From an optimization exercise on the open Yosys and OpenROAD flow, aimed at small area; shortcuts taken in it are not production practice. Function was checked by simulation only, so behaviour that the tests miss may differ from the original.

==> flow/design.v (outline; a module is shown in full before it is edited, if it fits) <==
// module fse_lms_updater: 1355 lines
module fse_lms_updater (
   input  logic         clk,
   input  logic         i_reset,
   input  logic [7:0]   i_is_data_I,
   input  logic [7:0]   i_is_data_Q,
   input  logic         i_ctrl,
   input  logic         i_baud,
   input  logic [11:0]  i_fse_I,
   input  logic [11:0]  i_fse_Q,
   input  logic         i_en_rx,
   input  logic         i_en_lms,
   output logic [71:0]  o_taps_I,
   output logic [71:0]  o_taps_Q,
   output logic         o_en_taps,
   output logic         o_overrun
);
  // ...
==> flow/run.sh <==
#!/bin/bash
# synth_recipe.tcl (not shown) runs the flow's synth.tcl, then flattens the netlist and writes it again
# the make line also repeats each setting of config.mk as NAME=value (left out here)
make -C /OpenROAD-flow-scripts/flow DESIGN_CONFIG=/design/flow/config.mk WORK_HOME=/design/flow/orfs CLKGATE_MAP_FILE= SYNTH_SCRIPT=/design/flow/synth_recipe.tcl finish
==> flow/config.mk <==
export PLATFORM = sky130hd
export DESIGN_NAME = fse_lms_updater
export DESIGN_NICKNAME = fse_lms_updater
export VERILOG_FILES = /design/flow/design.v
export SDC_FILE = /design/flow/constraint.sdc
export NUM_CORES = 4
export LEC_CHECK = 0
export CAP_MARGIN = 20
export CORE_MARGIN = 2
export CORE_UTILIZATION = 40
export SLEW_MARGIN = 20
==> flow/constraint.sdc <==
create_clock -name core_clock -period 13.0 [get_ports {clk}]
set_input_delay 2.6000 -clock core_clock [delete_from_list [all_inputs] [get_ports {clk}]]
set_output_delay 2.6000 -clock core_clock [all_outputs]
set_load 0.01 [all_outputs]
==> flow_metrics.tcl, run 1 <==
set metrics [dict create \
    startpoint_type "flip-flop" \
    syn_area_sq_um 37100 \
    hold_viol 0 \
    dr_wl_met3_um 2790 \
    cts_buffer_depth 3 \
    syn_avg_cell_area_sq_um 14.0 \
    relSlewSlack 0.258 \
    synth.area.top_cells "edfxtp_1 (54%), fa_1 (19%), inv_1 (4.2%), and2_1 (4.1%), nor2b_1 (2.9%)" \
    rsz0062_at_grt "false" \
    synth_flop_cell "edfxtp_1" \
    cpPeakStageDelay_ps 780 \
    drv_cap 0 \
    top_layer_used "met4" \
    use_met3 0.0241 \
    wl_per_cell_um 18.3 \
    antenna_found_initial 1 \
    crit_required_ps 13320 \
    r2r_cells 33 \
    outcome "timing/DRC/antenna clean" \
    met1_length_um 33100 \
    fin_crit_sh 0.851 \
    min_period_ps 11070 \
    synth_edf_count 672 \
    drc 0 \
    fillers 8036 \
    crit_fanout 17 \
    pin_count 192 \
    fmax_mhz 90.4 \
]
==> run 2: changes to the inputs <==
--- a/flow/design.v
+++ b/flow/design.v
@@ -673,20 +673,26 @@
    wire dpr_t611 = dpr_t559 ^ dpr_t558 ^ dpr_t610;
    wire dpr_t612 = (dpr_t559 & dpr_t558) | (dpr_t559 & dpr_t610) | (dpr_t558 & dpr_t610);
    wire dpr_t613 = dpr_t561 ^ dpr_t560 ^ dpr_t612;
    wire dpr_t614 = (dpr_t561 & dpr_t560) | (dpr_t561 & dpr_t612) | (dpr_t560 & dpr_t612);
    wire dpr_t615 = dpr_t563 ^ dpr_t562 ^ dpr_t614;
    wire dpr_t616 = (dpr_t563 & dpr_t562) | (dpr_t563 & dpr_t614) | (dpr_t562 & dpr_t614);
    wire dpr_t617 = dpr_t565 ^ dpr_t564 ^ dpr_t616;
    wire dpr_t618 = (dpr_t565 & dpr_t564) | (dpr_t565 & dpr_t616) | (dpr_t564 & dpr_t616);
-   wire [11:0] dpr_ha = {1'b1, dpr_t212, dpr_t585, dpr_t583, dpr_t581, dpr_t579, dpr_t577, dpr_t575, dpr_t573, dpr_t571, dpr_t569, dpr_t567};
-   wire [11:0] dpr_hb = {1'b0, dpr_t586, dpr_t584, dpr_t582, dpr_t580, dpr_t578, dpr_t576, dpr_t574, dpr_t572, dpr_t570, dpr_t568, dpr_t566};
-   wire [11:0] dpr_hs = dpr_ha + dpr_hb + {11'd0, dpr_t618};
-   assign w_nI = {dpr_hs, dpr_t617, dpr_t615, dpr_t613, dpr_t611, dpr_t609, dpr_t607, dpr_t605, dpr_t603, dpr_t601};
+   wire dpr_t619 = dpr_t567 ^ dpr_t566 ^ dpr_t618;
+   wire dpr_t620 = (dpr_t567 & dpr_t566) | (dpr_t567 & dpr_t618) | (dpr_t566 & dpr_t618);
+   wire dpr_t621 = dpr_t569 ^ dpr_t568 ^ dpr_t620;
+   wire dpr_t622 = (dpr_t569 & dpr_t568) | (dpr_t569 & dpr_t620) | (dpr_t568 & dpr_t620);
+   wire dpr_t623 = dpr_t571 ^ dpr_t570 ^ dpr_t622;
+   wire dpr_t624 = (dpr_t571 & dpr_t570) | (dpr_t571 & dpr_t622) | (dpr_t570 & dpr_t622);
+   wire [8:0] dpr_ha = {1'b1, dpr_t212, dpr_t585, dpr_t583, dpr_t581, dpr_t579, dpr_t577, dpr_t575, dpr_t573};
+   wire [8:0] dpr_hb = {1'b0, dpr_t586, dpr_t584, dpr_t582, dpr_t580, dpr_t578, dpr_t576, dpr_t574, dpr_t572};
+   wire [8:0] dpr_hs = dpr_ha + dpr_hb + {8'd0, dpr_t624};
+   assign w_nI = {dpr_hs, dpr_t623, dpr_t621, dpr_t619, dpr_t617, dpr_t615, dpr_t613, dpr_t611, dpr_t609, dpr_t607, dpr_t605, dpr_t603, dpr_t601};
    wire dpi_t1 = ~(w_eQ[0] & w_rI[0]);
    wire dpi_t2 = (w_eI[0] & w_rQ[0]);
    wire dpi_t3 = ~(w_eQ[0] & w_rI[1]);
    wire dpi_t4 = ~(w_eQ[1] & w_rI[0]);
    wire dpi_t5 = (w_eI[0] & w_rQ[1]);
    wire dpi_t6 = (w_eI[1] & w_rQ[0]);
    wire dpi_t7 = ~(w_eQ[0] & w_rI[2]);
    wire dpi_t8 = ~(w_eQ[1] & w_rI[1]);
@@ -1297,20 +1303,26 @@
    wire dpi_t613 = dpi_t561 ^ dpi_t560 ^ dpi_t612;
    wire dpi_t614 = (dpi_t561 & dpi_t560) | (dpi_t561 & dpi_t612) | (dpi_t560 & dpi_t612);
    wire dpi_t615 = dpi_t563 ^ dpi_t562 ^ dpi_t614;
    wire dpi_t616 = (dpi_t563 & dpi_t562) | (dpi_t563 & dpi_t614) | (dpi_t562 & dpi_t614);
    wire dpi_t617 = dpi_t565 ^ dpi_t564 ^ dpi_t616;
    wire dpi_t618 = (dpi_t565 & dpi_t564) | (dpi_t565 & dpi_t616) | (dpi_t564 & dpi_t616);
    wire dpi_t619 = dpi_t567 ^ dpi_t566 ^ dpi_t618;
    wire dpi_t620 = (dpi_t567 & dpi_t566) | (dpi_t567 & dpi_t618) | (dpi_t566 & dpi_t618);
-   wire [11:0] dpi_ha = {1'b1, dpi_t212, dpi_t587, dpi_t585, dpi_t583, dpi_t581, dpi_t579, dpi_t577, dpi_t575, dpi_t573, dpi_t571, dpi_t569};
-   wire [11:0] dpi_hb = {1'b0, dpi_t588, dpi_t586, dpi_t584, dpi_t582, dpi_t580, dpi_t578, dpi_t576, dpi_t574, dpi_t572, dpi_t570, dpi_t568};
-   wire [11:0] dpi_hs = dpi_ha + dpi_hb + {11'd0, dpi_t620};
-   assign w_nQ = {dpi_hs, dpi_t619, dpi_t617, dpi_t615, dpi_t613, dpi_t611, dpi_t609, dpi_t607, dpi_t605, dpi_t603};
+   wire dpi_t621 = dpi_t569 ^ dpi_t568 ^ dpi_t620;
+   wire dpi_t622 = (dpi_t569 & dpi_t568) | (dpi_t569 & dpi_t620) | (dpi_t568 & dpi_t620);
+   wire dpi_t623 = dpi_t571 ^ dpi_t570 ^ dpi_t622;
+   wire dpi_t624 = (dpi_t571 & dpi_t570) | (dpi_t571 & dpi_t622) | (dpi_t570 & dpi_t622);
+   wire dpi_t625 = dpi_t573 ^ dpi_t572 ^ dpi_t624;
+   wire dpi_t626 = (dpi_t573 & dpi_t572) | (dpi_t573 & dpi_t624) | (dpi_t572 & dpi_t624);
+   wire [8:0] dpi_ha = {1'b1, dpi_t212, dpi_t587, dpi_t585, dpi_t583, dpi_t581, dpi_t579, dpi_t577, dpi_t575};
+   wire [8:0] dpi_hb = {1'b0, dpi_t588, dpi_t586, dpi_t584, dpi_t582, dpi_t580, dpi_t578, dpi_t576, dpi_t574};
+   wire [8:0] dpi_hs = dpi_ha + dpi_hb + {8'd0, dpi_t626};
+   assign w_nQ = {dpi_hs, dpi_t625, dpi_t623, dpi_t621, dpi_t619, dpi_t617, dpi_t615, dpi_t613, dpi_t611, dpi_t609, dpi_t607, dpi_t605, dpi_t603};
    logic [19:0] w_sI, w_sQ;
    assign w_sI = (w_nI[20] != w_nI[19]) ? {w_nI[20], {19{~w_nI[20]}}} : w_nI[19:0];
    assign w_sQ = (w_nQ[20] != w_nQ[19]) ? {w_nQ[20], {19{~w_nQ[20]}}} : w_nQ[19:0];
    always_ff @(posedge clk) begin
       if (w_step) begin
          r_aI <= {w_sI, r_aI[179:20]};
          r_aQ <= {w_sQ, r_aQ[179:20]};
       end
==> run 2 against run 1 <==
Non-clock buffer count grew 24. Core utilization is 0.10 points higher. Critical endpoint is now r_aI[175]$_DFFE_PP_. Largest cell class unchanged.
==> flow_metrics.tcl, run 2 <==
set metrics [dict create \
    outcome "timing/DRC/antenna clean" \
    drive_above_1_share 0.0660 \
    drc 0 \
    syn_avg_cell_area_sq_um 13.8 \
    synth_fa_ha_area_frac 0.220 \
    synth_most_common_cell "edfxtp_1" \
    ant_nets 0 \
    portBuffers 191 \
    synth-seq-area-share 0.563 \
    vias_per_cell 4.84 \
    fmax_mhz 80.7 \
    rsz0062_at_grt "false" \
    ys_ff_latch 703 \
    area_growth_syn_to_layout_pct 15.7 \
    grt_pass1_vias 21600 \
    synth_flop_cell "edfxtp_1" \
    crit_family "adder cells" \
    die_y_um 308 \
    h-tree-depth 3 \
    cts_buffers 76 \
    startpoint_type "flip-flop" \
    worst_hold_slack_ps 407 \
    die_area_sq_um 95000 \
    cts_hold_buf 0 \
    relSlewSlack 0.318 \
    cp.arrival_ps 12720 \
    core_area_sq_um 91700 \
    antenna_found_initial 0 \
    synth-simple-area-share 0.109 \
    crit_required_ps 13330 \
    clock_skew_ps 46.2 \
    ys_types 63 \
    place_congestion 0.822 \
    cts_setup_buffers 0 \
    wl_per_cell_um 18.2 \
    final_max_slew_viol_count 0 \
    ctsResizeCount 0 \
    hold_viol 0 \
    synth_edf_count 672 \
    firstDrtPassIters 5 \
    ys_warn_count 1 \
    critPathKind "reg2reg" \
    endpoint_kind "flip-flop" \
    cts_tree "yes" \
    drt_iter0_drc 1429 \
    wirelength_um 75300 \
    cts.sinks 703 \
    async_flop_share 0.0156 \
    tightest_slew_ps 1020 \
    yosys-top-cells-count "edfxtp_1 (672), inv_1 (431), fa_1 (361)" \
    dpl.hpwl_um 52200 \
    cpPeakStageDelay_ps 660 \
    setup-tns-final_ps 0 \
    start_util 0.404 \
    routed-via-count 20000 \
    fin_crit_sh 0.953 \
    critical_path_buf_inv_count 5 \
    final_cell_mix "edfxtp_1 (672), inv_1 (429), fa_1 (361)" \
    cp_common_cell "fa_1" \
    synth_top_family_by_area "adder cells" \
    netlist.area_leader.share 0.545 \
    grt-ovfl-total 0 \
    cp_num_cells 32 \
    clk_pin_slew_worst_paths_ps 60 \
    holdPathStages 0 \
    grt_pass1_wl_um 121000 \
    syn-num-nets 3170 \
    antenna_cells 0 \
    yosysTopAreaCell "edfxtp_1" \
    die_w_um 308 \
    crit_fanout 19 \
    num_rows 111 \
    syn_area_sq_um 37000 \
    reg_top3 "r_aI (180), r_aQ (180)" \
    pin_count 192 \
    cts_buffer_depth 3 \
    cp_slowest_cell "edfxtp_1" \
    insertion_delay_ps 640 \
    min_period_ps 12390 \
    grt_usage 0.163 \
    nNetsFinal 3373 \
    finalSetupViolCount 0 \
    synth_mux_area_frac 0.00977 \
    synth_xor_area_frac 0.00639 \
    r2r_cells 32 \
    layout_commonest_cell "edfxtp_1" \
    root_buffer "clkbuf_16" \
    synth.area.top_cells "edfxtp_1 (55%), fa_1 (20%), inv_1 (4.4%), and2_1 (4.1%), nor2b_1 (2.7%)" \
    drv_cap 0 \
    hp-class "reg2reg" \
    synth_compound_area_frac 0.0356 \
    grt_start_max_net_pins 182 \
    synthCells 2690 \
]
## run 2: cell count changes after synthesis, sizes merged, moves of 16 or more
cell   delta
a21oi    -16
mux2     +17
mux2i    -16
nand2    +52
o21ai    +40
o22ai    -27
## run 2: per-layer routing
metal,global-route usage,share of wire,wire length [um]
met5,0,0,0
met4,0.0533,0.027,2020
met3,0.0241,0.042,3180
met2,0.269,0.49,37100
met1,0.223,0.44,33000
## run 2: cells by family (layout without fill, tap and decap cells)
family	Yosys count	after routing
adders and majority gates	435	435
buffers and inverters	537	800
muxes	34	34
DFF	703	703
AOI/OAI and AO/OA	201	201
and+or+nand+nor	753	753
xor gates and xnor gates	27	27
## run 2: worst paths after layout
check | slack (ps) | start | endpoint
max in group asynchronous | 10410 | i_reset | r_stale$_DFFE_PP1P_
setup / recovery | 610 | r_eI[2]$_DFFE_PP_ | r_aI[175]$_DFFE_PP_
hold / removal | 410 | r_aI[103]$_DFFE_PP_ | r_aI[83]$_DFFE_PP_
setup reg to reg | 610 | r_eI[2]$_DFFE_PP_ | r_aI[175]$_DFFE_PP_
hold reg to reg | 410 | r_aI[103]$_DFFE_PP_ | r_aI[83]$_DFFE_PP_
min in group asynchronous | 2270 | i_reset | o_overrun$_DFFE_PP0P_
## run 2: cell type report
type                       count  area [sq um]
fill                        7969         48800
sequential                   703         20900
multi-input combinational   1450         14100
timing repair buffer         230          2240
clock buffer                  91          1980
inverter                     432          1630
tap                         1186          1480
clock inverter                47           510
## run 2: worst register-to-register path: cells and delay by family (launching register included)
kind | cells | cell delay [ps]
simple gates | 3 | 640
buf+inv | 5 | 280
fa+ha+maj | 19 | 8810
flops | 1 | 660
compound gates | 5 | 1710
## run 2: stage by stage
step | utilization | instances | area, sq um | setup slack [ps]
2_1_floorplan | - | 2690 | 37000 | 1330
3_3_place_gp | 0.440 | 3999 | 40300 | 843
3_5_place_dp | 0.440 | 4001 | 40300 | 540
4_1_cts | 0.467 | 4139 | 42800 | 519
5_1_grt | 0.467 | 4139 | 42800 | 9.84
6_report | 0.467 | 4139 | 42800 | 611

-- separate check: timing with driven ports --
In the flow no input, the clock included, has a driving cell. The finished layouts below were timed again as built, in two steps.
Step 1: set_driving_cell puts a clkbuf_16 on clk and a buf_2 on each other input, an assumption about the parent block.
Step 2, shift: input delay + t, output delay - t, t = (earliest + latest rising clock arrival at the registers) / 2. This alone moves slack from input paths to output paths.
Slacks: ideal ports / drivers / drivers and shift; pairs: ideal ports / drivers.
run	shift t [ns]	setup slack, ns	latest minus earliest clock arrival (ns)	worst register clock-pin slew, ns	worst slew at a driven data input, ns
run 1	0.668	1.933 / 1.933 / 1.933	0.042 / 0.042	0.06 / 0.06	0.05
run 2	0.675	0.611 / 0.611 / 0.611	0.048 / 0.048	0.07 / 0.07	0.05
After both steps setup and hold are still met in every run listed.
